Background: an optimization exercise with open tools, aiming at small area and a short achievable clock period. Do not read the settings as production practice. Function was checked by simulation only, so behaviour that the tests miss may differ from the original. Power figures rest on the tool's default switching activity, not on a simulated workload.

--- flow/design.v ---
`default_nettype none
package cpu_pkg;
   localparam int XLEN       = 32;
   localparam int REG_COUNT  = 32;
   localparam int REG_ADDR_W = 5;
   localparam int IMM_W      = 16;
   localparam logic [5:0] OP_RTYPE = 6'h00;
   localparam logic [5:0] OP_XORI  = 6'h01;
   localparam logic [5:0] OP_SUBI  = 6'h02;
   localparam logic [5:0] OP_ADDI  = 6'h03;
   localparam logic [5:0] OP_ORI   = 6'h0C;
   localparam logic [5:0] OP_ANDI  = 6'h0F;
   localparam logic [5:0] OP_LW    = 6'h1E;
   localparam logic [5:0] OP_SW    = 6'h1F;
   localparam logic [5:0] OP_BEQ   = 6'h30;
   localparam logic [5:0] OP_BNE   = 6'h31;
   localparam logic [5:0] FN_XOR = 6'h01;
   localparam logic [5:0] FN_SUB = 6'h02;
   localparam logic [5:0] FN_ADD = 6'h03;
   localparam logic [5:0] FN_OR  = 6'h04;
   localparam logic [5:0] FN_AND = 6'h07;
   localparam logic [5:0] FN_SLT = 6'h36;
   localparam logic [5:0] FN_SLE = 6'h37;
endpackage
`default_nettype wire
`timescale 1ns/100ps
`default_nettype none
module fetch_unit (
   input  logic        clk,
   input  logic        reset,
   input  logic        branch_taken,
   input  logic [29:0] branch_target,    
   output logic [31:0] imem_addr,
   input  logic [31:0] imem_data,
   output logic [31:1] rs_sel,
   output logic [31:1] rt_sel,
   output logic [15:0] imm,
   output logic [4:0]  dest,
   output logic        is_beq,
   output logic        is_bne,
   output logic        reg_write,
   output logic        mem_read,
   output logic        mem_write,
   output logic        use_imm,
   output logic        inv_b,        
   output logic        cin,          
   output logic        op_set,       
   output logic        op_xor,
   output logic        op_or,
   output logic        op_and,
   output logic [29:0] pc_next_seq   
);
   logic [29:0] pc;
   logic [29:0] pc_plus1;
   assign imem_addr = {pc, 2'b00};
   assign pc_plus1  = pc + 30'd1;
   always_ff @(posedge clk) begin
      if (reset)             pc <= '0;
      else if (branch_taken) pc <= branch_target;
      else                   pc <= pc_plus1;
   end
   logic [5:0] op, fn;
   logic       n_beq, n_bne, n_wr, n_lw, n_sw, n_imm, n_inv, n_cin, n_set;
   logic       n_xor, n_or, n_and;
   logic [4:0] n_dest;
   assign op = imem_data[31:26];
   assign fn = imem_data[5:0];
   always_comb begin
      n_beq  = 1'b0;
      n_bne  = 1'b0;
      n_wr   = 1'b0;
      n_lw   = 1'b0;
      n_sw   = 1'b0;
      n_imm  = 1'b0;
      n_inv  = 1'b0;
      n_cin  = 1'b0;
      n_set  = 1'b0;
      n_xor  = 1'b0;
      n_or   = 1'b0;
      n_and  = 1'b0;
      n_dest = imem_data[20:16];
      case (op)
         cpu_pkg::OP_RTYPE: begin
            n_dest = imem_data[15:11];
            n_wr   = 1'b1;
            case (fn)
               cpu_pkg::FN_XOR: n_xor = 1'b1;
               cpu_pkg::FN_SUB: begin n_inv = 1'b1; n_cin = 1'b1; end
               cpu_pkg::FN_ADD: ;
               cpu_pkg::FN_OR:  n_or  = 1'b1;
               cpu_pkg::FN_AND: n_and = 1'b1;
               cpu_pkg::FN_SLT: begin n_inv = 1'b1; n_cin = 1'b1; n_set = 1'b1; end
               cpu_pkg::FN_SLE: begin n_inv = 1'b1; n_set = 1'b1; end
               default: n_wr = 1'b0;
            endcase
         end
         cpu_pkg::OP_XORI: begin n_wr = 1'b1; n_imm = 1'b1; n_xor = 1'b1; end
         cpu_pkg::OP_SUBI: begin n_wr = 1'b1; n_imm = 1'b1; n_inv = 1'b1; n_cin = 1'b1; end
         cpu_pkg::OP_ADDI: begin n_wr = 1'b1; n_imm = 1'b1; end
         cpu_pkg::OP_ORI:  begin n_wr = 1'b1; n_imm = 1'b1; n_or  = 1'b1; end
         cpu_pkg::OP_ANDI: begin n_wr = 1'b1; n_imm = 1'b1; n_and = 1'b1; end
         cpu_pkg::OP_LW:   begin n_wr = 1'b1; n_imm = 1'b1; n_lw = 1'b1; end
         cpu_pkg::OP_SW:   begin n_imm = 1'b1; n_sw = 1'b1; end
         cpu_pkg::OP_BEQ:  n_beq = 1'b1;
         cpu_pkg::OP_BNE:  n_bne = 1'b1;
         default: ;
      endcase
   end
   always_ff @(posedge clk) begin
      pc_next_seq <= pc_plus1;
      imm         <= imem_data[15:0];
      dest        <= n_dest;
      use_imm     <= n_imm;
      inv_b       <= n_inv;
      cin         <= n_cin;
      op_set      <= n_set;
      op_xor      <= n_xor;
      op_or       <= n_or;
      op_and      <= n_and;
      for (int i = 1; i < 32; i++) begin
         rs_sel[i] <= (imem_data[25:21] == 5'(i));
         rt_sel[i] <= (imem_data[20:16] == 5'(i));
      end
      if (reset) begin
         is_beq    <= 1'b0;
         is_bne    <= 1'b0;
         reg_write <= 1'b0;
         mem_read  <= 1'b0;
         mem_write <= 1'b0;
      end else begin
         is_beq    <= n_beq;
         is_bne    <= n_bne;
         reg_write <= n_wr;
         mem_read  <= n_lw;
         mem_write <= n_sw;
      end
   end
endmodule
`default_nettype wire
`timescale 1ns/100ps
`default_nettype none
module register_file (
   input  logic        clk,
   input  logic [31:1] rs_sel,
   input  logic [31:1] rt_sel,
   output logic [31:0] rs_data,
   output logic [31:0] rt_data,
   input  logic        we,
   input  logic [4:0]  waddr,
   input  logic [31:0] wdata
);
   logic [31:0] regs [1:31];
   always_ff @(posedge clk) begin
      for (int i = 1; i < 32; i++) begin
         if (we && waddr == 5'(i)) regs[i] <= wdata;
      end
   end
   always_comb begin
      rs_data = '0;
      rt_data = '0;
      for (int i = 1; i < 32; i++) begin
         rs_data = rs_data | (regs[i] & {32{rs_sel[i]}});
         rt_data = rt_data | (regs[i] & {32{rt_sel[i]}});
      end
   end
endmodule
`default_nettype wire
`timescale 1ns/100ps
`default_nettype none
module decode_stage (
   input  logic        clk,
   input  logic        reset,
   input  logic [31:1] rs_sel,
   input  logic [31:1] rt_sel,
   input  logic [15:0] imm,
   input  logic [4:0]  dest,
   input  logic        is_beq,
   input  logic        is_bne,
   input  logic        reg_write,
   input  logic        mem_read,
   input  logic        mem_write,
   input  logic        use_imm,
   input  logic        inv_b,
   input  logic        cin,
   input  logic        op_set,
   input  logic        op_xor,
   input  logic        op_or,
   input  logic        op_and,
   input  logic [29:0] pc_next_seq,
   input  logic        we,
   input  logic [4:0]  waddr,
   input  logic [31:0] wdata,
   output logic        branch_taken,
   output logic [29:0] branch_target,
   output logic [31:0] ex_a,
   output logic [31:0] ex_b,       
   output logic [15:0] ex_imm,     
   output logic        ex_use_imm,
   output logic        ex_cin,
   output logic        ex_set,
   output logic        ex_xor,
   output logic        ex_or,
   output logic        ex_and,
   output logic [4:0]  ex_dest,
   output logic        ex_reg_write,
   output logic        ex_mem_read,
   output logic        ex_mem_write
);
   logic [31:0] rs_data, rt_data;
   register_file u_regs (
      .clk     (clk),
      .rs_sel  (rs_sel),
      .rt_sel  (rt_sel),
      .rs_data (rs_data),
      .rt_data (rt_data),
      .we      (we),
      .waddr   (waddr),
      .wdata   (wdata)
   );
   logic eq;
   assign eq            = (rs_data == rt_data);
   assign branch_taken  = (is_beq & eq) | (is_bne & ~eq);
   assign branch_target = pc_next_seq + {{14{imm[15]}}, imm};
   always_ff @(posedge clk) begin
      ex_a       <= rs_data;
      ex_b       <= rt_data ^ {32{inv_b}};
      ex_imm     <= imm ^ {16{inv_b}};
      ex_use_imm <= use_imm;
      ex_cin     <= cin;
      ex_set     <= op_set;
      ex_xor     <= op_xor;
      ex_or      <= op_or;
      ex_and     <= op_and;
      ex_dest    <= dest;
      if (reset) begin
         ex_reg_write <= 1'b0;
         ex_mem_read  <= 1'b0;
         ex_mem_write <= 1'b0;
      end else begin
         ex_reg_write <= reg_write;
         ex_mem_read  <= mem_read;
         ex_mem_write <= mem_write;
      end
   end
endmodule
`default_nettype wire
`timescale 1ns/100ps
`default_nettype none
module execute_stage (
   input  logic        clk,
   input  logic        reset,
   input  logic [31:0] a,
   input  logic [31:0] b,
   input  logic [15:0] imm,
   input  logic        use_imm,
   input  logic        cin,
   input  logic        op_set,
   input  logic        op_xor,
   input  logic        op_or,
   input  logic        op_and,
   input  logic [4:0]  dest,
   input  logic        reg_write,
   input  logic        mem_read,
   input  logic        mem_write,
   output logic [31:0] m_result,
   output logic [31:0] m_store,
   output logic [4:0]  m_dest,
   output logic        m_reg_write,
   output logic        m_mem_read,
   output logic        m_mem_write
);
   logic [31:0] op_b;
   logic [32:0] sum;
   logic [31:0] result;
   assign op_b = use_imm ? {{16{imm[15]}}, imm} : b;
   assign sum  = {1'b0, a} + {1'b0, op_b} + {32'd0, cin};
   always_comb begin
      if (op_xor)      result = a ^ op_b;
      else if (op_or)  result = a | op_b;
      else if (op_and) result = a & op_b;
      else if (op_set) result = {31'd0, ~sum[32]};
      else             result = sum[31:0];
   end
   always_ff @(posedge clk) begin
      m_result <= result;
      m_store  <= b;
      m_dest   <= dest;
      if (reset) begin
         m_reg_write <= 1'b0;
         m_mem_read  <= 1'b0;
         m_mem_write <= 1'b0;
      end else begin
         m_reg_write <= reg_write;
         m_mem_read  <= mem_read;
         m_mem_write <= mem_write;
      end
   end
endmodule
`default_nettype wire
`timescale 1ns/100ps
`default_nettype none
module result_stage (
   input  logic        reset,
   input  logic [31:0] m_result,
   input  logic [31:0] m_store,
   input  logic        m_reg_write,
   input  logic        m_mem_read,
   input  logic        m_mem_write,
   output logic [31:0] mem_addr,
   output logic [31:0] mem_wdata,
   output logic        mem_write,
   output logic        mem_read,
   input  logic [31:0] mem_rdata,
   output logic        we,
   output logic [31:0] wdata
);
   assign mem_addr  = m_result;
   assign mem_wdata = m_store;
   assign mem_write = m_mem_write;
   assign mem_read  = m_mem_read;
   assign we    = m_reg_write & ~reset;
   assign wdata = m_mem_read ? mem_rdata : m_result;
endmodule
`default_nettype wire
`timescale 1ns/100ps
`default_nettype none
module cpu_top (
   input  logic        clk,
   input  logic        reset,
   output logic [31:0] imem_addr,
   input  logic [31:0] imem_data,
   output logic [31:0] mem_addr,
   output logic [31:0] mem_wdata,
   output logic        mem_write,
   output logic        mem_read,
   input  logic [31:0] mem_rdata
);
   logic [31:1] rs_sel, rt_sel;
   logic [15:0] d_imm;
   logic [4:0]  d_dest;
   logic        d_beq, d_bne, d_wr, d_lw, d_sw, d_use_imm, d_inv, d_cin;
   logic        d_set, d_xor, d_or, d_and;
   logic [29:0] pc_next_seq, branch_target;
   logic        branch_taken;
   logic [31:0] e_a, e_b;
   logic [15:0] e_imm;
   logic        e_use_imm, e_cin, e_set, e_xor, e_or, e_and;
   logic [4:0]  e_dest;
   logic        e_wr, e_lw, e_sw;
   logic [31:0] m_result, m_store;
   logic [4:0]  m_dest;
   logic        m_wr, m_lw, m_sw;
   logic        we;
   logic [31:0] wdata;
   fetch_unit u_fetch (
      .clk           (clk),
      .reset         (reset),
      .branch_taken  (branch_taken),
      .branch_target (branch_target),
      .imem_addr     (imem_addr),
      .imem_data     (imem_data),
      .rs_sel        (rs_sel),
      .rt_sel        (rt_sel),
      .imm           (d_imm),
      .dest          (d_dest),
      .is_beq        (d_beq),
      .is_bne        (d_bne),
      .reg_write     (d_wr),
      .mem_read      (d_lw),
      .mem_write     (d_sw),
      .use_imm       (d_use_imm),
      .inv_b         (d_inv),
      .cin           (d_cin),
      .op_set        (d_set),
      .op_xor        (d_xor),
      .op_or         (d_or),
      .op_and        (d_and),
      .pc_next_seq   (pc_next_seq)
   );
   decode_stage u_decode (
      .clk           (clk),
      .reset         (reset),
      .rs_sel        (rs_sel),
      .rt_sel        (rt_sel),
      .imm           (d_imm),
      .dest          (d_dest),
      .is_beq        (d_beq),
      .is_bne        (d_bne),
      .reg_write     (d_wr),
      .mem_read      (d_lw),
      .mem_write     (d_sw),
      .use_imm       (d_use_imm),
      .inv_b         (d_inv),
      .cin           (d_cin),
      .op_set        (d_set),
      .op_xor        (d_xor),
      .op_or         (d_or),
      .op_and        (d_and),
      .pc_next_seq   (pc_next_seq),
      .we            (we),
      .waddr         (m_dest),
      .wdata         (wdata),
      .branch_taken  (branch_taken),
      .branch_target (branch_target),
      .ex_a          (e_a),
      .ex_b          (e_b),
      .ex_imm        (e_imm),
      .ex_use_imm    (e_use_imm),
      .ex_cin        (e_cin),
      .ex_set        (e_set),
      .ex_xor        (e_xor),
      .ex_or         (e_or),
      .ex_and        (e_and),
      .ex_dest       (e_dest),
      .ex_reg_write  (e_wr),
      .ex_mem_read   (e_lw),
      .ex_mem_write  (e_sw)
   );
   execute_stage u_execute (
      .clk         (clk),
      .reset       (reset),
      .a           (e_a),
      .b           (e_b),
      .imm         (e_imm),
      .use_imm     (e_use_imm),
      .cin         (e_cin),
      .op_set      (e_set),
      .op_xor      (e_xor),
      .op_or       (e_or),
      .op_and      (e_and),
      .dest        (e_dest),
      .reg_write   (e_wr),
      .mem_read    (e_lw),
      .mem_write   (e_sw),
      .m_result    (m_result),
      .m_store     (m_store),
      .m_dest      (m_dest),
      .m_reg_write (m_wr),
      .m_mem_read  (m_lw),
      .m_mem_write (m_sw)
   );
   result_stage u_result (
      .reset       (reset),
      .m_result    (m_result),
      .m_store     (m_store),
      .m_reg_write (m_wr),
      .m_mem_read  (m_lw),
      .m_mem_write (m_sw),
      .mem_addr    (mem_addr),
      .mem_wdata   (mem_wdata),
      .mem_write   (mem_write),
      .mem_read    (mem_read),
      .mem_rdata   (mem_rdata),
      .we          (we),
      .wdata       (wdata)
   );
endmodule
`default_nettype wire
--- flow/run.sh ---
#!/bin/bash
# synth_recipe.tcl (not shown) runs the flow's synth.tcl, then flattens the netlist and writes it again
# the make line also repeats each setting of config.mk as NAME=value (left out here)
make -C /OpenROAD-flow-scripts/flow DESIGN_CONFIG=/design/flow/config.mk WORK_HOME=/design/flow/orfs CLKGATE_MAP_FILE= SYNTH_SCRIPT=/design/flow/synth_recipe.tcl finish
--- flow/config.mk ---
export PLATFORM = sky130hd
export DESIGN_NAME = cpu_top
export DESIGN_NICKNAME = cpu_top
export VERILOG_FILES = /design/flow/design.v
export SDC_FILE = /design/flow/constraint.sdc
export NUM_CORES = 4
export LEC_CHECK = 0
export ABC_CLOCK_PERIOD_IN_PS = 3000
export CAP_MARGIN = 20
export CORE_MARGIN = 2
export CORE_UTILIZATION = 40
export SETUP_SLACK_MARGIN = 2.0
export SLEW_MARGIN = 20
--- flow/constraint.sdc ---
create_clock -name core_clock -period 5.5 [get_ports {clk}]
set_input_delay 1.1000 -clock core_clock [delete_from_list [all_inputs] [get_ports {clk}]]
set_output_delay 1.1000 -clock core_clock [all_outputs]
set_load 0.01 [all_outputs]
==> results.sh, run 1 <==
export IMPL_status="no timing/DRC/antenna violations"
export IMPL_synth_most_common_cell="edfxtp_1"
export IMPL_worst_pin_slew_ns=1.23
export IMPL_clock_latency_ns=0.81
export IMPL_rsz0062_at_grt="true"
export IMPL_cp_start_kind="flop"
export IMPL_worstPathMaxFanout=14
export IMPL_ys_seq_area_share_pct=66.1
export IMPL_finalClockSkew_ns=0.0341
export IMPL_path_clk_slew_ns=0.06
export IMPL_utilization_pct=50.2
export IMPL_drtAntennaViolNets=0
export IMPL_grt_antenna_before_repair=15
export IMPL_drive_above_1_share_pct=21.2
export IMPL_synth_seq_cells=1313
export IMPL_p_sw_share_pct=27.9
export IMPL_core_area_sq_um=136000
export IMPL_place_ws_ns=0.892
export IMPL_yosys_warnings=5
export IMPL_intPower_mw=18.9
export IMPL_cts_buffer_depth=3
export IMPL_grt_total_usage_pct=37.3
export IMPL_maxSlewViolCount=0
export IMPL_cts_root_buf="clkbuf_16"
export IMPL_path_class="reg -> reg"
export IMPL_synth_edf_count=992
export IMPL_post_synth_top_area_cell="edfxtp_1"
export IMPL_routed_wl_um=271000
export IMPL_clkSinkCount=1313
export IMPL_wl_per_cell_um=42.4
export IMPL_p_leak_nw=23.7
export IMPL_grt_ovfl_total=0
export IMPL_period_minus_slack_ns=3.89
export IMPL_start_util_pct=40.4
export IMPL_clock_fmax_mhz=257
export IMPL_drt_iter0_markers=10997
export IMPL_vias=46993
export IMPL_dp_hpwl_um=155000
export IMPL_drt_pass1_iterations=22
export IMPL_max_cap_viol_count=0
export IMPL_cts_tree="yes"
export IMPL_grt_pass1_vias=42975
export IMPL_grt_pass1_wl_um=358000
export IMPL_die_w_um=374
export IMPL_grt_max_degree=52
export IMPL_whs_ns=0.326
export IMPL_die_h_um=374
export IMPL_synth_area_leaders="edfxtp_1, dfxtp_1, a22oi_1"
export IMPL_syn_avg_cell_area_sq_um=13.5
export IMPL_synth_area_sq_um=54800
export IMPL_netlist_top_cells_count="edfxtp_1, a22oi_1, dfxtp_1, nand3_1, clkbuf_1"
export IMPL_place_congestion=1.01
export IMPL_numCtsBuffers=136
export IMPL_num_rows=135
export IMPL_cts_htree_levels=4
export IMPL_pwr_share_clk_pct=37.1
export IMPL_required_ns=6.15
export IMPL_min_path_type="reg -> reg"
export IMPL_power_frac_comb_pct=15.6
export IMPL_vdd_drop_max_v=0.000336
export IMPL_period_share_pct=70.7
export IMPL_cp_arrival_ns=4.54
export IMPL_viasPerCell=7.34
export IMPL_syn_inst=4045
export IMPL_synth_cell_types=73
export IMPL_synth_ff_type="edfxtp_1"
export IMPL_placed_cell_area_sq_um=59300
export IMPL_async_flop_share_pct=0
export IMPL_power_switching_mw=7.30
export IMPL_drc_errors=0
export IMPL_fin_nets=4656
export IMPL_fin_area_sq_um=68100
export IMPL_p_seq_share_pct=47.4
export IMPL_area_growth_pct=24.2
export IMPL_ios=164
export IMPL_power_density_nw_per_um2=385
export IMPL_die_area_sq_um=140000
export IMPL_synth_top_area_share_pct=54.4
export IMPL_setup_tns_ns=0
export IMPL_placement_io_buffers=161
export IMPL_slew_headroom_pct=17.6
export IMPL_end_kind="flop"
export IMPL_hold_violations=0
export IMPL_setup_viol=0
export IMPL_postLayoutSetupSlackWorst_ns=1.61
-- registers in the layout, indices dropped and copies added, names as in the netlist, 5 cells and up --
| signal | cells |
|---|---|
| u_decode.ex_dest | 5 |
| u_fetch.imm | 16 |
| u_fetch.rs_sel | 31 |
| u_decode.u_regs.regs | 992 |
| u_execute.m_dest | 5 |
| u_fetch.pc_next_seq | 30 |
| u_decode.ex_imm | 16 |
| u_execute.m_store | 32 |
| u_decode.ex_b | 32 |
| u_fetch.rt_sel | 31 |
| u_fetch.pc | 30 |
| u_fetch.dest | 5 |
| u_execute.m_result | 32 |
| u_decode.ex_a | 32 |
-- power groups by stage --
| stage | combinational [mW] | clock [mW] | sequential (mW) |
|---|---|---|---|
| 2_1_floorplan | 1.81 | 0 | 12.4 |
| 3_3_place_gp | 3.40 | 0 | 12.7 |
| 3_5_place_dp | 3.43 | 0 | 12.7 |
| 4_1_cts | 3.68 | 9.69 | 12.4 |
| 5_1_grt | 4.22 | 10.1 | 12.4 |
| 6_report | 4.07 | 9.70 | 12.4 |
-- cell usage in the layout (no fill, tap or decap), types with 96 or more instances in the layout --
master / n
nor2_1: 103
buf_4: 275
a21oi_1: 115
a22oi_1: 636
nand3_1: 245
nand2_1: 96
clkbuf_16: 143
edfxtp_1: 992
dfxtp_1: 251
a22o_1: 134
clkdlybuf4s50_1: 161
-- stage by stage --
step	power (mW)	std cells
finish	26.2	6398
global route	26.7	6384
CTS	25.8	6317
detailed placement	16.1	5893
global placement	16.1	5893
floorplan	14.2	4046
-- layer usage --
metal | GRT usage [%] | part of all wire [%]
met1 | 45.2 | 33
met4 | 25.0 | 8.8
met2 | 51.6 | 40
met5 | 0.0343 | 0.059
met3 | 18.8 | 18
-- worst max-delay path, cell delays in order (launching register included) --
cell and delay (ns):
dfxtp_4 0.51, buf_4 0.29, a22oi_1 0.25, nand4_1 0.15, or4_4 0.62, xor2_1 0.20
nor4_4 0.28, buf_6 0.18, nand4_1 0.14, buf_6 0.18, buf_12 0.13, o31ai_4 0.27
buf_6 0.17, buf_12 0.14, a211o_1 0.14, a21oi_2 0.05
-- cells by family after synthesis --
family,Yosys count,synth area share [%]
AOI/OAI and AO/OA,1308,18.3
xor gates and xnor gates,144,2.30
adders and majority gates,97,2.26
buffers and inverters,356,2.67
DFF,1313,66.1
muxes,54,1.07
other,1,0.00684
and+or+nand+nor,772,7.34
-- area by class of cell --
class                           count  area, sq um
Clock buffer                      167         3680
Multi-Input combinational cell   2379        18500
Inverter                           95          357
Tap cell                         1781         2230
Sequential cell                  1313        36500
Antenna cell                       14         35.0
Clock inverter                     81          945
Fill cell                       11459        67600
Timing Repair Buffer              568         5880
-- what timing repair did --
action / CTS / global route
setup buffers: 174 / 62
hold endpoints to repair: 0 / 0
gates resized for setup: 236 / 149
setup endpoints to repair: 52 / 47
cloned: 2 / 5
hold buffers: 0 / 0
pin swaps: 38 / 81
-- path summary, 6_finish.rpt --
path                                           from             endpoint  slack [ns]  cells after the start
worst max-delay path             u_fetch.rt_sel[17]       u_fetch.pc[16]        1.61                     15
worst min-delay path            u_decode.ex_dest[0]  u_execute.m_dest[0]        0.33                      0
worst max register to register   u_fetch.rt_sel[17]       u_fetch.pc[16]        1.61                     15
worst min register to register  u_decode.ex_dest[0]  u_execute.m_dest[0]        0.33                      0
==> inputs of run 2 (changes only) <==
--- a/flow/config.mk
+++ b/flow/config.mk
@@ -6,8 +6,6 @@
 export NUM_CORES = 4
 export LEC_CHECK = 0
-export ABC_CLOCK_PERIOD_IN_PS = 3000
 export CAP_MARGIN = 20
 export CORE_MARGIN = 2
 export CORE_UTILIZATION = 40
-export SETUP_SLACK_MARGIN = 2.0
 export SLEW_MARGIN = 20
==> run 2 against run 1 <==
  * Still clean on timing, DRC and antenna
  * Combinational power decreased by 11%
  * Synthesized cell count unchanged
  * Power decreased by 0.67%
  * Critical path depth is 2 lower
  * Sequential cell count is the same
  * Register-to-register slack worse by 1.3 ns
  * First-iteration DRC count is 1.5% lower
  * Via count down 4.3%
  * Final cell count shrank 3.8%
  * Routed wire length is 4.4% lower
  * Worst setup slack worse by 1.3 ns
  * Non-clock buffer count is 240 lower
  * Critical path type unchanged
==> results.sh, run 2 <==
export IMPL_status="no timing/DRC/antenna violations"
export IMPL_cp_arrival_ns=5.81
export IMPL_fin_nets=4418
export IMPL_path_class="reg -> reg"
export IMPL_end_kind="flop"
export IMPL_worstPathMaxFanout=21
export IMPL_area_growth_pct=17.1
export IMPL_netlist_top_cells_count="edfxtp_1, a22oi_1, dfxtp_1, nand3_1, clkbuf_1"
export IMPL_wl_per_cell_um=42.1
export IMPL_synth_area_sq_um=54800
export IMPL_synth_cell_types=73
export IMPL_die_area_sq_um=140000
export IMPL_p_leak_nw=22.0
export IMPL_path_clk_slew_ns=0.06
export IMPL_cts_hold_buf=0
export IMPL_viasPerCell=7.30
export IMPL_cp_start_kind="flop"
export IMPL_cts_buffer_depth=3
export IMPL_rr_startpoint="u_fetch.rt_sel[15]"
export IMPL_layout_common_cells="edfxtp_1, a22oi_1, dfxtp_1"
export IMPL_async_flop_share_pct=0
export IMPL_yosys_warnings=5
export IMPL_routed_wl_um=259000
export IMPL_setup_viol=0
export IMPL_fin_cells=6155
export IMPL_synth_most_common_cell="edfxtp_1"
export IMPL_synth_edf_count=992
export IMPL_setup_tns_ns=0
export IMPL_drtAntennaViolNets=0
export IMPL_min_path_type="reg -> reg"
export IMPL_ys_seq_area_share_pct=66.1
export IMPL_clock_latency_ns=0.80
export IMPL_rsz0062_at_grt="false"
export IMPL_vdd_drop_max_v=0.000262
export IMPL_period_share_pct=94.0
export IMPL_post_cts_setup_buffers=0
export IMPL_min_from="u_decode.ex_dest[0]"
export IMPL_finalClockSkew_ns=0.0449
export IMPL_cts_resized=0
export IMPL_start_util_pct=40.4
export IMPL_syn_inst=4045
export IMPL_core_area_sq_um=136000
export IMPL_synth_area_leaders="edfxtp_1, dfxtp_1, a22oi_1"
export IMPL_worst_pin_slew_ns=1.34
export IMPL_numCtsBuffers=140
export IMPL_largest_reg_flops=992
export IMPL_slew_headroom_pct=10.7
export IMPL_drive_above_1_share_pct=12.7
export IMPL_grt_antenna_before_repair=9
export IMPL_grt_total_usage_pct=35.9
export IMPL_cts_root_buf="clkbuf_16"
export IMPL_synth_ff_type="edfxtp_1"
export IMPL_synth_top_area_share_pct=54.4
export IMPL_num_rows=135
export IMPL_required_ns=6.14
export IMPL_synth_seq_cells=1313
export IMPL_grt_ovfl_total=0
export IMPL_syn_avg_cell_area_sq_um=13.5
export IMPL_vias=44956
export IMPL_drc_errors=0
export IMPL_grt_pass1_vias=41797
export IMPL_grt_max_degree=60
export IMPL_top_register="u_decode.u_regs.regs"
export IMPL_maxSlewViolCount=0
export IMPL_die_w_um=374
export IMPL_placed_cells=5894
export IMPL_cts_tree="yes"
export IMPL_ios=164
export IMPL_place_ws_ns=0.532
export IMPL_cts_htree_levels=4
export IMPL_postLayoutSetupSlackWorst_ns=0.333
export IMPL_die_h_um=374
export IMPL_power_density_nw_per_um2=405
export IMPL_place_congestion=0.989
export IMPL_drt_iter0_markers=10835
export IMPL_clock_fmax_mhz=194
export IMPL_drt_pass1_iterations=13
export IMPL_critPathLaunch="u_fetch.rt_sel[15]"
export IMPL_dp_hpwl_um=155000
export IMPL_hold_violations=0
export IMPL_clkSinkCount=1313
export IMPL_post_synth_top_area_cell="edfxtp_1"
export IMPL_layout_commonest_cell="edfxtp_1"
export IMPL_max_cap_viol_count=0
export IMPL_placement_io_buffers=161
export IMPL_grt_pass1_wl_um=346000
export IMPL_period_minus_slack_ns=5.17
## run 2: cell counts after synthesis
Identical to the previous run, type by type.
## run 2: cells by family (layout without fill, tap and decap cells)
family	Yosys count	after routing	synth area share, %
AOI/OAI and AO/OA	1308	1308	18.3
and+or+nand+nor	772	772	7.34
other	1	9	0.00684
buffers and inverters	356	677	2.67
adders and majority gates	97	97	2.26
muxes	54	54	1.07
xor gates and xnor gates	144	144	2.30
DFF	1313	1313	66.1
## run 2: path summary, 6_finish.rpt
check	to	slack, ns	depth (start not counted)
worst max-delay path	u_fetch.pc[17]	0.33	13
worst min-delay path	u_execute.m_dest[0]	0.32	0
worst max register to register	u_fetch.pc[17]	0.33	13
worst min register to register	u_execute.m_dest[0]	0.32	0
## run 2: critical path, cell delays in order (launching register included)
cell,delay [ns]
dfxtp_2,0.69
buf_4,0.45
a22o_1,0.26
a221oi_1,0.22
nand3_1,0.13
or4_1,0.68
xor2_1,0.20
nor4_1,0.87
nand4_1,0.36
buf_4,0.29
or4_4,0.48
buf_4,0.21
nand3_1,0.10
a21oi_1,0.07
## run 2: routing by layer
metal  global-route usage [%]  share of wire (%)  up-vias
met2                     50.9                 41     4753
met5                    0.617              0.091        -
met1                     45.4                 35    21919
met3                     15.3                 17     1389
li1                         -                  -    16879
met4                     21.1                7.7       16
## run 2: final cells by class
| class | count | area [sq um] |
|---|---|---|
| fillers | 11875 | 71500 |
| flip-flops and latches | 1313 | 36300 |
| multi-input cells | 2377 | 17400 |
| clock buffers | 173 | 3820 |
| repair buffers | 328 | 3090 |
| well taps | 1781 | 2230 |
| clock inverters | 81 | 965 |
| inverters | 95 | 357 |
| diodes | 7 | 17.5 |
## run 2: per-stage QoR
stage / hold slack (ns) / util [%] / area (sq um) / total power, mW
2_1_floorplan: 0.310 / - / 54800 / 14.2
3_3_place_gp: 0.313 / 43.8 / 59400 / 16.1
3_5_place_dp: 0.312 / 43.8 / 59400 / 16.1
4_1_cts: 0.326 / 47.3 / 64100 / 25.9
5_1_grt: 0.333 / 47.3 / 64100 / 26.6
6_report: 0.325 / 47.3 / 64200 / 26.0
## run 2: where the power goes
part           switching (mW)  total, mW  internal (mW)
combinational            2.55       3.61           1.06
clock                    4.06       9.91           5.85
sequential              0.414       12.5           12.1
==> inputs of run 3 (changes only) <==
--- a/flow/config.mk
+++ b/flow/config.mk
@@ -6,6 +6,8 @@
 export NUM_CORES = 4
 export LEC_CHECK = 0
+export ABC_CLOCK_PERIOD_IN_PS = 2500
 export CAP_MARGIN = 20
 export CORE_MARGIN = 2
 export CORE_UTILIZATION = 40
+export SETUP_SLACK_MARGIN = 3.0
 export SLEW_MARGIN = 20
==> run 3 against run 2 <==
  * Die area unchanged
  * Count of clock-buffer cells in the layout increased by 19
  * Worst setup slack improved by 1.1 ns
  * Sequential power about the same
  * Routed wire length increased by 11%
  * Sequential cell count unchanged
  * Cell area increased by 8.2%
  * Fmax increased by 26%
  * Final cell count increased by 4.5%
  * Via count increased by 5.5%
  * Hold slack improved by 0.0010 ns
  * Synthesized cell count unchanged
  * Critical path type unchanged
  * Largest power group unchanged
==> results.sh, run 3 <==
export IMPL_vdd_drop_max_v=0.000308
export IMPL_die_h_um=374
export IMPL_ios=164
export IMPL_p_leak_nw=24.2
export IMPL_grt_pass1_wl_um=380000
export IMPL_power_total_mw=26.5
export IMPL_synth_top_area_share_pct=54.4
export IMPL_area_growth_pct=26.7
export IMPL_netlist_top_cells_count="edfxtp_1, a22oi_1, dfxtp_1, nand3_1, clkbuf_1"
export IMPL_synth_area_leaders="edfxtp_1, dfxtp_1, a22oi_1"
export IMPL_power_switching_mw=7.42
export IMPL_intPower_mw=19.1
export IMPL_placement_io_buffers=161
export IMPL_worstPathMaxFanout=15
export IMPL_drt_iter0_markers=11021
export IMPL_max_cap_viol_count=0
export IMPL_slew_headroom_pct=25.1
export IMPL_synth_area_sq_um=54800
export IMPL_period_share_pct=74.7
export IMPL_hold_violations=0
export IMPL_p_sw_share_pct=27.9
export IMPL_postLayoutSetupSlackWorst_ns=1.39
export IMPL_place_congestion=1.03
export IMPL_maxSlewViolCount=0
export IMPL_start_util_pct=40.4
export IMPL_setup_tns_ns=0
export IMPL_drt_pass1_iterations=13
export IMPL_p_seq_share_pct=46.7
export IMPL_grt_pass1_vias=44237
export IMPL_core_area_sq_um=136000
export IMPL_wl_per_cell_um=44.7
export IMPL_dp_hpwl_um=167000
export IMPL_num_rows=135
export IMPL_required_ns=6.15
export IMPL_path_clk_slew_ns=0.06
export IMPL_grt_ovfl_total=0
export IMPL_drtAntennaViolNets=0
export IMPL_synth_ff_type="edfxtp_1"
export IMPL_placed_cell_area_sq_um=59900
export IMPL_async_flop_share_pct=0
export IMPL_synth_seq_cells=1313
export IMPL_cts_tree="yes"
export IMPL_die_w_um=374
export IMPL_syn_avg_cell_area_sq_um=13.5
export IMPL_clock_fmax_mhz=243
export IMPL_rsz0062_at_grt="true"
export IMPL_clock_latency_ns=0.81
export IMPL_period_minus_slack_ns=4.11
export IMPL_layout_common_cells="edfxtp_1, a22oi_1, buf_4"
export IMPL_cts_htree_levels=4
export IMPL_grt_antenna_before_repair=18
export IMPL_drive_above_1_share_pct=26.4
export IMPL_cts_buffer_depth=3
export IMPL_pwr_share_clk_pct=36.7
export IMPL_fin_area_sq_um=69400
export IMPL_power_frac_comb_pct=16.5
export IMPL_cp_arrival_ns=4.76
export IMPL_ys_seq_area_share_pct=66.1
export IMPL_die_area_sq_um=140000
export IMPL_synth_most_common_cell="edfxtp_1"
export IMPL_finalClockSkew_ns=0.0481
export IMPL_fin_nets=4693
export IMPL_power_density_nw_per_um2=382
export IMPL_drc_errors=0
export IMPL_grt_max_degree=61
export IMPL_place_ws_ns=0.632
export IMPL_yosys_warnings=5
export IMPL_synth_edf_count=992
export IMPL_top_register="u_decode.u_regs.regs"
export IMPL_post_synth_top_area_cell="edfxtp_1"
export IMPL_path_class="reg -> reg"
export IMPL_worst_pin_slew_ns=1.12
export IMPL_cts_hold_buf=0
export IMPL_end_kind="flop"
export IMPL_grt_total_usage_pct=39.8
export IMPL_min_path_type="reg -> reg"
export IMPL_status="no timing/DRC/antenna violations"
export IMPL_clkSinkCount=1313
export IMPL_routed_wl_um=288000
export IMPL_viasPerCell=7.37
export IMPL_largest_reg_flops=992
export IMPL_setup_viol=0
export IMPL_vias=47426
export IMPL_synth_cell_types=73
export IMPL_numCtsBuffers=142
export IMPL_syn_inst=4045
export IMPL_cp_start_kind="flop"
export IMPL_cts_root_buf="clkbuf_16"
export IMPL_layout_commonest_cell="edfxtp_1"
run 3: kinds of logic (layout without fill, tap and decap cells):
group,Yosys count,count (layout),synth area share (%)
DFF,1313,1313,66.1
muxes,54,54,1.07
buffers and inverters,356,950,2.67
adders and majority gates,97,97,2.26
xor gates and xnor gates,144,144,2.30
other,1,14,0.00684
and+or+nand+nor,772,772,7.34
AOI/OAI and AO/OA,1308,1308,18.3
run 3: layout make-up:
class / count / area (sq um)
multi-input cells: 2377 / 19200
fillers: 11344 / 66200
inverters: 95 / 357
flip-flops and latches: 1313 / 36600
diodes: 12 / 30.0
well taps: 1781 / 2230
clock inverters: 62 / 648
clock buffers: 192 / 4020
repair buffers: 601 / 6400
run 3: final timing paths:
kind | start | to | slack [ns] | depth (start not counted)
worst min register to register | u_fetch.dest[4] | u_decode.ex_dest[4] | 0.33 | 0
worst max register to register | u_fetch.rt_sel[16] | u_fetch.pc[11] | 1.39 | 14
worst max-delay path | u_fetch.rt_sel[16] | u_fetch.pc[11] | 1.39 | 14
worst min-delay path | u_fetch.dest[4] | u_decode.ex_dest[4] | 0.33 | 0
run 3: critical path: stages, from the launching register on:
cell and delay [ns]:
dfxtp_4 0.46, buf_12 0.19, a22o_1 0.21, a221oi_1 0.23
nand3_1 0.14, or4_4 0.61, xor2_4 0.20, nor4_4 0.33
buf_4 0.18, nand4_1 0.27, buf_6 0.24, o31a_2 0.40
buf_12 0.20, o211ai_1 0.20, a21oi_1 0.10
run 3: stage by stage:
step           utilization, %  hold WS, ns  cells
2_1_floorplan               -        0.310   4046
3_3_place_gp             44.1        0.311   5896
3_5_place_dp             44.1        0.312   5896
4_1_cts                  50.3        0.325   6375
5_1_grt                  51.2        0.330   6421
6_report                 51.2        0.326   6433
run 3: power by group through the flow:
stage | Clock (mW) | Combinational, mW | Sequential (mW)
2_1_floorplan | 0 | 1.91 | 12.4
3_3_place_gp | 0 | 3.56 | 12.6
3_5_place_dp | 0 | 3.59 | 12.7
4_1_cts | 9.74 | 3.95 | 12.4
5_1_grt | 10.2 | 4.55 | 12.4
6_report | 9.75 | 4.39 | 12.4
run 3: what timing repair did:
action                     in CTS  in global routing
pin swaps                      84                 88
setup buffers                 221                 40
gates cloned                    4                  6
gates resized for setup       680                133
setup endpoints to repair     356                274
run 3: layer usage:
layer  part of all wire (%)  global-route usage (%)
met1                     34                    49.6
met2                     40                    55.6
met3                     17                    18.1
met4                    8.6                    25.1
met5                   0.21                    2.09
==> inputs of run 4 (changes only) <==
--- a/flow/design.v
+++ b/flow/design.v
@@ -33,6 +33,9 @@
    output logic [31:0] imem_addr,
    input  logic [31:0] imem_data,
-   output logic [31:1] rs_sel,
-   output logic [31:1] rt_sel,
+   input  logic        we,
+   input  logic [4:0]  waddr,
+   input  logic [31:0] wdata,
+   output logic [31:0] rs_val,
+   output logic [31:0] rt_val,
    output logic [15:0] imm,
    output logic [4:0]  dest,
@@ -60,4 +63,28 @@
       else                   pc <= pc_plus1;
    end
+   logic [4:0]  rs, rt;
+   logic [31:1] rs_sel, rt_sel;
+   logic [31:0] rs_rd, rt_rd;
+   logic        rs_hit, rt_hit;
+   assign rs = imem_data[25:21];
+   assign rt = imem_data[20:16];
+   always_comb begin
+      for (int i = 1; i < 32; i++) begin
+         rs_sel[i] = (rs == 5'(i));
+         rt_sel[i] = (rt == 5'(i));
+      end
+   end
+   register_file u_regs (
+      .clk     (clk),
+      .rs_sel  (rs_sel),
+      .rt_sel  (rt_sel),
+      .rs_data (rs_rd),
+      .rt_data (rt_rd),
+      .we      (we),
+      .waddr   (waddr),
+      .wdata   (wdata)
+   );
+   assign rs_hit = we && (waddr == rs) && (rs != 5'd0);
+   assign rt_hit = we && (waddr == rt) && (rt != 5'd0);
    logic [5:0] op, fn;
    logic       n_beq, n_bne, n_wr, n_lw, n_sw, n_imm, n_inv, n_cin, n_set;
@@ -109,4 +136,6 @@
    always_ff @(posedge clk) begin
       pc_next_seq <= pc_plus1;
+      rs_val      <= rs_hit ? wdata : rs_rd;
+      rt_val      <= rt_hit ? wdata : rt_rd;
       imm         <= imem_data[15:0];
       dest        <= n_dest;
@@ -118,8 +147,4 @@
       op_or       <= n_or;
       op_and      <= n_and;
-      for (int i = 1; i < 32; i++) begin
-         rs_sel[i] <= (imem_data[25:21] == 5'(i));
-         rt_sel[i] <= (imem_data[20:16] == 5'(i));
-      end
       if (reset) begin
          is_beq    <= 1'b0;
@@ -171,6 +196,6 @@
    input  logic        clk,
    input  logic        reset,
-   input  logic [31:1] rs_sel,
-   input  logic [31:1] rt_sel,
+   input  logic [31:0] rs_data,
+   input  logic [31:0] rt_data,
    input  logic [15:0] imm,
    input  logic [4:0]  dest,
@@ -188,7 +213,4 @@
    input  logic        op_and,
    input  logic [29:0] pc_next_seq,
-   input  logic        we,
-   input  logic [4:0]  waddr,
-   input  logic [31:0] wdata,
    output logic        branch_taken,
    output logic [29:0] branch_target,
@@ -207,15 +229,4 @@
    output logic        ex_mem_write
 );
-   logic [31:0] rs_data, rt_data;
-   register_file u_regs (
-      .clk     (clk),
-      .rs_sel  (rs_sel),
-      .rt_sel  (rt_sel),
-      .rs_data (rs_data),
-      .rt_data (rt_data),
-      .we      (we),
-      .waddr   (waddr),
-      .wdata   (wdata)
-   );
    logic eq;
    assign eq            = (rs_data == rt_data);
@@ -268,5 +279,6 @@
    output logic        m_reg_write,
    output logic        m_mem_read,
-   output logic        m_mem_write
+   output logic        m_mem_write,
+   output logic        m_load_sel     
 );
    logic [31:0] op_b;
@@ -286,4 +298,5 @@
       m_store  <= b;
       m_dest   <= dest;
+      m_load_sel <= mem_read;
       if (reset) begin
          m_reg_write <= 1'b0;
@@ -307,4 +320,5 @@
    input  logic        m_mem_read,
    input  logic        m_mem_write,
+   input  logic        m_load_sel,
    output logic [31:0] mem_addr,
    output logic [31:0] mem_wdata,
@@ -320,5 +334,5 @@
    assign mem_read  = m_mem_read;
    assign we    = m_reg_write & ~reset;
-   assign wdata = m_mem_read ? mem_rdata : m_result;
+   assign wdata = m_load_sel ? mem_rdata : m_result;
 endmodule
 `default_nettype wire
@@ -336,5 +350,5 @@
    input  logic [31:0] mem_rdata
 );
-   logic [31:1] rs_sel, rt_sel;
+   logic [31:0] rs_val, rt_val;
    logic [15:0] d_imm;
    logic [4:0]  d_dest;
@@ -350,5 +364,5 @@
    logic [31:0] m_result, m_store;
    logic [4:0]  m_dest;
-   logic        m_wr, m_lw, m_sw;
+   logic        m_wr, m_lw, m_sw, m_load_sel;
    logic        we;
    logic [31:0] wdata;
@@ -360,6 +374,9 @@
       .imem_addr     (imem_addr),
       .imem_data     (imem_data),
-      .rs_sel        (rs_sel),
-      .rt_sel        (rt_sel),
+      .we            (we),
+      .waddr         (m_dest),
+      .wdata         (wdata),
+      .rs_val        (rs_val),
+      .rt_val        (rt_val),
       .imm           (d_imm),
       .dest          (d_dest),
@@ -381,6 +398,6 @@
       .clk           (clk),
       .reset         (reset),
-      .rs_sel        (rs_sel),
-      .rt_sel        (rt_sel),
+      .rs_data       (rs_val),
+      .rt_data       (rt_val),
       .imm           (d_imm),
       .dest          (d_dest),
@@ -398,7 +415,4 @@
       .op_and        (d_and),
       .pc_next_seq   (pc_next_seq),
-      .we            (we),
-      .waddr         (m_dest),
-      .wdata         (wdata),
       .branch_taken  (branch_taken),
       .branch_target (branch_target),
@@ -438,5 +452,6 @@
       .m_reg_write (m_wr),
       .m_mem_read  (m_lw),
-      .m_mem_write (m_sw)
+      .m_mem_write (m_sw),
+      .m_load_sel  (m_load_sel)
    );
    result_stage u_result (
@@ -447,4 +462,5 @@
       .m_mem_read  (m_lw),
       .m_mem_write (m_sw),
+      .m_load_sel  (m_load_sel),
       .mem_addr    (mem_addr),
       .mem_wdata   (mem_wdata),
--- a/flow/config.mk
+++ b/flow/config.mk
@@ -6,5 +6,4 @@
 export NUM_CORES = 4
 export LEC_CHECK = 0
-export ABC_CLOCK_PERIOD_IN_PS = 2500
 export CAP_MARGIN = 20
 export CORE_MARGIN = 2
==> run 4 against run 3 <==
  * Via count grew 1.1%
  * Highest routed layer unchanged
  * Count of clock-buffer cells in the layout is 8 lower
  * Largest power group unchanged
  * Synthesized cell count hardly changed
  * Critical path type unchanged
==> results.sh, run 4 <==
export IMPL_power_density_nw_per_um2=377
export IMPL_syn_avg_cell_area_sq_um=13.6
export IMPL_fin_area_sq_um=71400
export IMPL_vdd_drop_max_v=0.000289
export IMPL_status="no timing/DRC/antenna violations"
export IMPL_period_minus_slack_ns=3.41
export IMPL_period_share_pct=61.9
export IMPL_die_w_um=375
export IMPL_layout_common_cells="edfxtp_1, buf_4, a22o_1"
export IMPL_synth_compound_area_share_pct=19.5
export IMPL_grt_antenna_before_repair=13
export IMPL_viasPerCell=7.33
export IMPL_fin_nets=4786
export IMPL_p_leak_nw=25.0
export IMPL_netlist_top_cells_count="edfxtp_1, a221oi_1, a22o_1, dfxtp_1, clkbuf_1"
export IMPL_synth_seq_cells=1316
export IMPL_ys_seq_area_share_pct=65.8
export IMPL_wl_per_cell_um=42.6
export IMPL_synth_area_sq_um=55200
export IMPL_drive_above_1_share_pct=29.0
export IMPL_async_flop_share_pct=0
export IMPL_grt_ovfl_total=0
export IMPL_placed_cell_area_sq_um=61400
export IMPL_hold_violations=0
export IMPL_timing_rr_end="u_execute.m_result[28]"
export IMPL_reg2reg_slack_ns=2.09
export IMPL_vias=47936
export IMPL_grt_max_degree=65
export IMPL_drtAntennaViolNets=0
export IMPL_reg2regPathDepth=12
export IMPL_synth_cell_types=76
export IMPL_die_h_um=375
export IMPL_synth_ff_type="edfxtp_1"
export IMPL_hold_path_depth=0
export IMPL_finalClockSkew_ns=0.0393
export IMPL_core_area_sq_um=137000
export IMPL_cts_hold_buf=0
export IMPL_cts_root_buf="clkbuf_16"
export IMPL_dp_hpwl_um=160000
export IMPL_clock_latency_ns=0.80
export IMPL_p_sw_share_pct=28.0
export IMPL_post_synth_top_area_cell="edfxtp_1"
export IMPL_syn_inst=4049
export IMPL_setup_viol=0
export IMPL_worst_pin_slew_ns=1.03
export IMPL_cp_arrival_ns=4.05
export IMPL_clock_fmax_mhz=294
export IMPL_yosys_warnings=5
export IMPL_cp_start_kind="flop"
export IMPL_place_congestion=1.00
export IMPL_yosys_area_share_adder_pct=2.24
export IMPL_grt_pass1_vias=44552
export IMPL_slew_headroom_pct=31.6
export IMPL_cts_buffer_depth=3
export IMPL_synth_area_leaders="edfxtp_1, dfxtp_1, a221oi_1"
export IMPL_die_area_sq_um=141000
export IMPL_routed_wl_um=279000
export IMPL_slowest_delay_ns=0.42
export IMPL_max_cap_viol_count=0
export IMPL_placement_io_buffers=161
export IMPL_drc_errors=0
export IMPL_grt_total_usage_pct=37.9
export IMPL_yosys_area_share_simple_pct=6.31
export IMPL_top_register="u_fetch.u_regs.regs"
export IMPL_synth_edf_count=992
export IMPL_area_growth_pct=29.5
export IMPL_numCtsBuffers=138
export IMPL_cts_tree="yes"
export IMPL_critPathBufInv=0
export IMPL_power_switching_mw=7.56
export IMPL_start_util_pct=40.2
export IMPL_drt_pass1_iterations=21
export IMPL_intPower_mw=19.4
export IMPL_synth_most_common_cell="edfxtp_1"
export IMPL_hold_end="u_decode.ex_and"
export IMPL_setup_tns_ns=0
export IMPL_cp_slowest_cell="fa_2"
export IMPL_rsz0062_at_grt="true"
export IMPL_whs_ns=0.319
export IMPL_synth_mux_area_share_pct=1.09
export IMPL_required_ns=6.15
export IMPL_pwr_share_clk_pct=36.6
export IMPL_path_delay_family="compound AO/OA/AOI/OAI gates"
export IMPL_worstPathMaxFanout=3
export IMPL_ios=164
export IMPL_cts_htree_levels=4
export IMPL_drt_iter0_markers=10874
export IMPL_synthXorXnorAreaFrac_pct=2.22
export IMPL_path_clk_slew_ns=0.06
export IMPL_grt_pass1_wl_um=368000
export IMPL_path_class="reg -> reg"
export IMPL_maxSlewViolCount=0
export IMPL_synth_top_family_by_area="compound AO/OA/AOI/OAI gates"
export IMPL_num_rows=136
export IMPL_clkSinkCount=1316
export IMPL_layout_commonest_cell="edfxtp_1"
export IMPL_synth_top_area_share_pct=54.0
export IMPL_end_kind="flop"
export IMPL_largest_reg_flops=992
export IMPL_cp_cell_sequence="mux2i_4 > fa_2 > fa_2 > nand2b_4 > a21oi_4 > o211ai_1 > a31o_4 > a211oi_4 > nor2_2 > o21ai_2 > mux2_1 > a221o_1"
export IMPL_min_from="u_fetch.op_and"
export IMPL_cpMostUsedCell="fa_2"
export IMPL_p_seq_share_pct=46.9
export IMPL_rr_startpoint="u_decode.ex_use_imm"
export IMPL_power_frac_comb_pct=16.5
export IMPL_min_path_type="reg -> reg"
run 4: cell count changes after synthesis, sizes merged, moves of 34 or more:
cell	delta
a221oi	+235
clkbuf	+46
nor2	+44
a22o	+237
mux2i	+35
a21oi	+54
nand3	-175
buf	-34
or4	-65
a22oi	-462
nand4	+71
run 4: what timing repair did:
item                       in CTS  in global routing
buffers inserted              279                 52
gates cloned                    8                  9
resized for setup             590                205
pin swaps                     158                 80
setup endpoints to repair    1588                602
run 4: per-stage QoR:
| stage | power (mW) | utilization (%) | instances | worst slack (ns) |
|---|---|---|---|---|
| floorplan | 14.5 | - | 4050 | 2.04 |
| global placement | 16.4 | 44.8 | 5928 | 0.972 |
| detailed placement | 16.4 | 44.8 | 5929 | 0.909 |
| CTS | 26.4 | 51.1 | 6469 | 2.09 |
| global route | 27.5 | 52.1 | 6535 | 2.02 |
| finish | 26.9 | 52.1 | 6540 | 2.09 |
run 4: worst register-to-register path, stage by stage (launching register included):
cell      delay, ns
dfxtp_4        0.37
mux2i_4        0.20
fa_2           0.40
fa_2           0.42
nand2b_4       0.17
a21oi_4        0.13
o211ai_1       0.18
a31o_4         0.30
a211oi_4       0.24
nor2_2         0.09
o21ai_2        0.15
mux2_1         0.33
a221o_1        0.32
run 4: worst max path at each step:
stage	start	endpoint	slack, ns	cells after the start
3_3_place_gp	imem_data[21]	u_fetch.rs_val[17]	0.97	9
6_report	u_decode.ex_use_imm	u_execute.m_result[28]	2.09	12
5_1_grt	u_decode.ex_use_imm	u_execute.m_result[28]	2.02	12
2_1_floorplan	u_decode.ex_use_imm	u_execute.m_result[28]	2.04	14
3_5_place_dp	imem_data[22]	u_fetch.rs_val[17]	0.91	9
4_1_cts	u_decode.ex_use_imm	u_execute.m_result[28]	2.09	12
run 4: layout make-up:
class	count	area, sq um
Sequential cell	1316	36500
Antenna cell	10	25.0
Timing Repair inverter	12	87.6
Clock inverter	69	872
Timing Repair Buffer	692	6900
Fill cell	11317	65700
Tap cell	1794	2240
Multi-Input combinational cell	2338	20500
Clock buffer	184	3850
Inverter	125	518
run 4: logic make-up (layout without fill, tap and decap cells):
group	count (synthesis)	count (layout)
AOI/OAI and AO/OA	1354	1354
DFF	1316	1316
and+or+nand+nor	684	686
buffers and inverters	398	1082
xor gates and xnor gates	140	140
adders and majority gates	97	97
muxes	59	59
other	1	12
run 4: routing by layer:
| metal | routed length (um) | up-vias | GRT usage (%) |
|---|---|---|---|
| li1 | - | 17790 | - |
| met1 | 92100 | 22973 | 44.4 |
| met2 | 111000 | 5298 | 53.2 |
| met3 | 46800 | 1857 | 18.7 |
| met4 | 28500 | 18 | 28.5 |
| met5 | 480 | - | 1.27 |
run 4: power by group through the flow:
stage,Combinational (mW),Clock (mW),Sequential (mW)
final,4.45,9.85,12.6
after global routing,4.64,10.2,12.7
after global placement,3.61,0,12.7
after floorplan,1.97,0,12.6
after detailed placement,3.66,0,12.7
after CTS,3.98,9.85,12.6
==> inputs of run 5 (changes only) <==
--- a/flow/design.v
+++ b/flow/design.v
@@ -215,8 +215,7 @@
    output logic        branch_taken,
    output logic [29:0] branch_target,
-   output logic [31:0] ex_a,
-   output logic [31:0] ex_b,       
-   output logic [15:0] ex_imm,     
-   output logic        ex_use_imm,
+   output logic [31:0] ex_p,       
+   output logic [31:0] ex_g,       
+   output logic [31:0] ex_store,   
    output logic        ex_cin,
    output logic        ex_set,
@@ -229,4 +228,6 @@
    output logic        ex_mem_write
 );
+   logic [31:0] op_b;
+   assign op_b = (use_imm ? {{16{imm[15]}}, imm} : rt_data) ^ {32{inv_b}};
    logic eq;
    assign eq            = (rs_data == rt_data);
@@ -234,8 +235,7 @@
    assign branch_target = pc_next_seq + {{14{imm[15]}}, imm};
    always_ff @(posedge clk) begin
-      ex_a       <= rs_data;
-      ex_b       <= rt_data ^ {32{inv_b}};
-      ex_imm     <= imm ^ {16{inv_b}};
-      ex_use_imm <= use_imm;
+      ex_p       <= rs_data ^ op_b;
+      ex_g       <= rs_data & op_b;
+      ex_store   <= rt_data;
       ex_cin     <= cin;
       ex_set     <= op_set;
@@ -261,8 +261,7 @@
    input  logic        clk,
    input  logic        reset,
-   input  logic [31:0] a,
-   input  logic [31:0] b,
-   input  logic [15:0] imm,
-   input  logic        use_imm,
+   input  logic [31:0] p_in,
+   input  logic [31:0] g_in,
+   input  logic [31:0] store,
    input  logic        cin,
    input  logic        op_set,
@@ -282,13 +281,28 @@
    output logic        m_load_sel     
 );
-   logic [31:0] op_b;
    logic [32:0] sum;
    logic [31:0] result;
-   assign op_b = use_imm ? {{16{imm[15]}}, imm} : b;
-   assign sum  = {1'b0, a} + {1'b0, op_b} + {32'd0, cin};
+   logic [32:0] g [0:6];
+   logic [32:0] p [0:6];
+   always_comb begin
+      g[0] = {g_in, cin};
+      p[0] = {p_in, 1'b0};
+      for (int l = 0; l < 6; l++) begin
+         for (int i = 0; i < 33; i++) begin
+            if (i >= (1 << l)) begin
+               g[l+1][i] = g[l][i] | (p[l][i] & g[l][i - (1 << l)]);
+               p[l+1][i] = p[l][i] & p[l][i - (1 << l)];
+            end else begin
+               g[l+1][i] = g[l][i];
+               p[l+1][i] = p[l][i];
+            end
+         end
+      end
+   end
+   assign sum = {g[6][32], p_in ^ g[6][31:0]};
    always_comb begin
-      if (op_xor)      result = a ^ op_b;
-      else if (op_or)  result = a | op_b;
-      else if (op_and) result = a & op_b;
+      if (op_xor)      result = p_in;
+      else if (op_or)  result = p_in | g_in;
+      else if (op_and) result = g_in;
       else if (op_set) result = {31'd0, ~sum[32]};
       else             result = sum[31:0];
@@ -296,5 +310,5 @@
    always_ff @(posedge clk) begin
       m_result <= result;
-      m_store  <= b;
+      m_store  <= store;
       m_dest   <= dest;
       m_load_sel <= mem_read;
@@ -357,7 +371,7 @@
    logic [29:0] pc_next_seq, branch_target;
    logic        branch_taken;
-   logic [31:0] e_a, e_b;
-   logic [15:0] e_imm;
-   logic        e_use_imm, e_cin, e_set, e_xor, e_or, e_and;
+   logic [31:0] e_p, e_g;
+   logic [31:0] e_store;
+   logic        e_cin, e_set, e_xor, e_or, e_and;
    logic [4:0]  e_dest;
    logic        e_wr, e_lw, e_sw;
@@ -417,8 +431,7 @@
       .branch_taken  (branch_taken),
       .branch_target (branch_target),
-      .ex_a          (e_a),
-      .ex_b          (e_b),
-      .ex_imm        (e_imm),
-      .ex_use_imm    (e_use_imm),
+      .ex_p          (e_p),
+      .ex_g          (e_g),
+      .ex_store      (e_store),
       .ex_cin        (e_cin),
       .ex_set        (e_set),
@@ -434,8 +447,7 @@
       .clk         (clk),
       .reset       (reset),
-      .a           (e_a),
-      .b           (e_b),
-      .imm         (e_imm),
-      .use_imm     (e_use_imm),
+      .p_in        (e_p),
+      .g_in        (e_g),
+      .store       (e_store),
       .cin         (e_cin),
       .op_set      (e_set),
--- a/flow/config.mk
+++ b/flow/config.mk
@@ -9,4 +9,7 @@
 export CORE_MARGIN = 2
 export CORE_UTILIZATION = 40
+export CTS_BUF_LIST = sky130_fd_sc_hd__clkbuf_16
+export CTS_CLUSTER_DIAMETER = 60
+export CTS_CLUSTER_SIZE = 25
 export SETUP_SLACK_MARGIN = 3.0
 export SLEW_MARGIN = 20
==> run 5 against run 4 <==
  * First-iteration DRC count grew 2.4%
  * Routed wire length down 1.4%
  * Final cell count fell by 1.5%
  * Cell area shrank 1.9%
  * Count of clock-buffer cells in the layout decreased by 83
  * Critical endpoint is now u_fetch.pc[22]
  * Largest power group unchanged
==> results.sh, run 5 <==
export IMPL_routed_wl_um=275000
export IMPL_grt_total_usage_pct=37.4
export IMPL_grt_max_degree=38
export IMPL_cp_start_kind="flop"
export IMPL_p_leak_nw=24.0
export IMPL_die_h_um=374
export IMPL_drtAntennaViolNets=0
export IMPL_drc_errors=0
export IMPL_synth_most_common_cell="edfxtp_1"
export IMPL_path_delay_family="compound AO/OA/AOI/OAI gates"
export IMPL_numCtsBuffers=98
export IMPL_setup_tns_ns=0
export IMPL_grt_pass1_wl_um=362000
export IMPL_clock_fmax_mhz=366
export IMPL_synth_edf_count=992
export IMPL_rr_startpoint="u_fetch.imm[0]"
export IMPL_async_flop_share_pct=0
export IMPL_fin_nets=4696
export IMPL_grt_pass1_vias=43562
export IMPL_cpMostUsedCell="a21oi_4"
export IMPL_die_area_sq_um=140000
export IMPL_placement_io_buffers=161
export IMPL_cp_cell_sequence="ha_4 > inv_2 > fa_2 > nor2b_4 > o21ai_2 > a211oi_4 > o21bai_4 > a21oi_4 > nand2_2 > a21oi_4 > o221ai_2 > a21o_1 > a32o_1"
export IMPL_utilization_pct=51.6
export IMPL_synth_seq_cells=1331
export IMPL_ios=164
export IMPL_critPathBufInv=1
export IMPL_postLayoutSetupSlackWorst_ns=2.77
export IMPL_top_register="u_fetch.u_regs.regs"
export IMPL_status="no timing/DRC/antenna violations"
export IMPL_layout_commonest_cell="edfxtp_1"
export IMPL_viasPerCell=7.46
export IMPL_layout_common_cells="edfxtp_1, buf_4, a22o_1"
export IMPL_period_share_pct=49.6
export IMPL_max_cap_viol_count=0
export IMPL_area_growth_pct=27.7
export IMPL_num_rows=135
export IMPL_path_class="reg -> reg"
export IMPL_rsz0062_at_grt="true"
export IMPL_synth_area_sq_um=54900
export IMPL_synth_top_area_share_pct=54.3
export IMPL_cts_root_buf="clkbuf_16"
export IMPL_start_util_pct=40.4
export IMPL_drt_pass1_iterations=13
export IMPL_syn_inst=4027
export IMPL_cp_arrival_ns=3.40
export IMPL_wl_per_cell_um=42.6
export IMPL_maxSlewViolCount=0
export IMPL_end_kind="flop"
export IMPL_synth_area_leaders="edfxtp_1, dfxtp_1, a221oi_1"
export IMPL_synth_ff_type="edfxtp_1"
export IMPL_hold_violations=0
export IMPL_die_w_um=374
export IMPL_place_ws_ns=1.09
export IMPL_worstPathMaxFanout=3
export IMPL_netlist_top_cells_count="edfxtp_1, dfxtp_1, a221oi_1, a22o_1, a22oi_1"
export IMPL_drt_iter0_markers=11131
export IMPL_cp_slowest_cell="dfxtp_4"
export IMPL_syn_avg_cell_area_sq_um=13.6
export IMPL_yosys_warnings=7
export IMPL_cts_htree_levels=3
export IMPL_cts_tree="yes"
export IMPL_core_area_sq_um=136000
export IMPL_min_from="u_decode.ex_store[30]"
export IMPL_dp_hpwl_um=161000
export IMPL_required_ns=6.17
export IMPL_vdd_drop_max_v=0.000263
export IMPL_finalClockSkew_ns=0.0431
export IMPL_drive_above_1_share_pct=28.9
export IMPL_min_path_type="reg -> reg"
export IMPL_vias=48041
export IMPL_largest_reg_flops=992
export IMPL_worst_pin_slew_ns=1.07
export IMPL_critPathLaunch="u_fetch.imm[0]"
export IMPL_period_minus_slack_ns=2.73
export IMPL_clkSinkCount=1331
export IMPL_power_density_nw_per_um2=363
export IMPL_post_synth_top_area_cell="edfxtp_1"
export IMPL_grt_ovfl_total=0
export IMPL_path_clk_slew_ns=0.09
export IMPL_grt_antenna_before_repair=9
export IMPL_cts_buffer_depth=3
export IMPL_ys_seq_area_share_pct=66.7
export IMPL_synth_cell_types=80
export IMPL_clock_latency_ns=0.80
export IMPL_slew_headroom_pct=29.0
export IMPL_place_congestion=1.02
export IMPL_slowest_delay_ns=0.38
export IMPL_setup_viol=0
[run 5: per-stage QoR]
| stage | cell area, sq um | power (mW) | hold slack (ns) | instances |
|---|---|---|---|---|
| finish | 70100 | 25.4 | 0.329 | 6444 |
| CTS | 68900 | 24.8 | 0.330 | 6363 |
| global route | 70100 | 26.0 | 0.336 | 6433 |
| floorplan | 57100 | 14.7 | 0.310 | 4028 |
| detailed placement | 61300 | 16.5 | 0.312 | 5912 |
| global placement | 61300 | 16.5 | 0.310 | 5912 |
[run 5: path summary, 6_finish.rpt]
kind	to	slack (ns)	depth (start not counted)
max	u_fetch.pc[22]	2.77	13
min reg2reg	u_execute.m_store[30]	0.33	0
max reg2reg	u_fetch.pc[22]	2.77	13
min	u_execute.m_store[30]	0.33	0
[run 5: kinds of logic after synthesis]
family / after synthesis / synth area share (%)
flops: 1331 / 66.7
mux: 63 / 1.16
xor+xnor: 134 / 2.14
compound gates: 1367 / 19.5
buf+inv: 343 / 2.40
fa+ha+maj: 64 / 1.47
simple gates: 724 / 6.64
other cells: 1 / 0.00684
[run 5: power breakdown]
part | total, mW | switching (mW) | internal (mW)
registers | 13.0 | 0.651 | 12.3
clock network | 8.22 | 4.33 | 3.89
logic | 4.22 | 2.89 | 1.33
[run 5: repair_timing]
| item | CTS | global route |
|---|---|---|
| pin swaps | 148 | 83 |
| gates resized for setup | 524 | 242 |
| buffers inserted | 253 | 61 |
| setup endpoints to repair | 1706 | 651 |
| hold buffers | 0 | 0 |
| cloned | 12 | 9 |
[run 5: layer usage]
metal	routed length [um]	GRT usage (%)	up-vias
met5	588	1.92	-
met4	25900	25.5	20
met3	48600	19.7	1844
met2	109000	51.9	5470
met1	90900	44.3	23014
li1	-	-	17693
[run 5: final cells by class]
| cell class | count | area, sq um |
|---|---|---|
| clock buffer | 101 | 2530 |
| timing repair buffer | 694 | 6990 |
| inverter | 70 | 324 |
| antenna | 11 | 27.5 |
| sequential | 1331 | 36800 |
| tap | 1781 | 2230 |
| clock inverter | 85 | 1180 |
| fill | 11223 | 65700 |
| timing repair inverter | 15 | 103 |
| multi-input combinational | 2356 | 19900 |

[separate check: timing with driven ports]
No port has a modelled driver above. Below, the same layouts with a new extraction and two added sets of constraints. Step 1: set_driving_cell puts a clkbuf_16 on clk and a buf_2 on each other input, an assumption about the parent block. Step 2 moves the port delays by t, midway between the first and last clock arrival at a register: inputs arrive t later, outputs are due t later. That takes back most of the time a late clock gives input paths. a / b / c = ideal ports / drivers / drivers and shift; a / b = the first two.
run	t (ns)	slack for setup (ns)	worst data-port slew with drivers (ns)	pins driven straight from the clock port
run 1	0.861	1.610 / 1.610 / 1.316	0.06	1
run 2	0.853	0.333 / 0.333 / 0.333	0.06	1
run 3	0.865	1.392 / 1.392 / 1.392	0.07	1
run 4	0.861	2.095 / 2.095 / 2.095	0.09	1
run 5	0.855	2.771 / 2.771 / 2.063	0.08	1
After both steps every run listed still meets setup and hold. For run 5, which loses most, drivers alone change the setup slack by 0.000 ns; drivers and shift together by -0.708 ns.
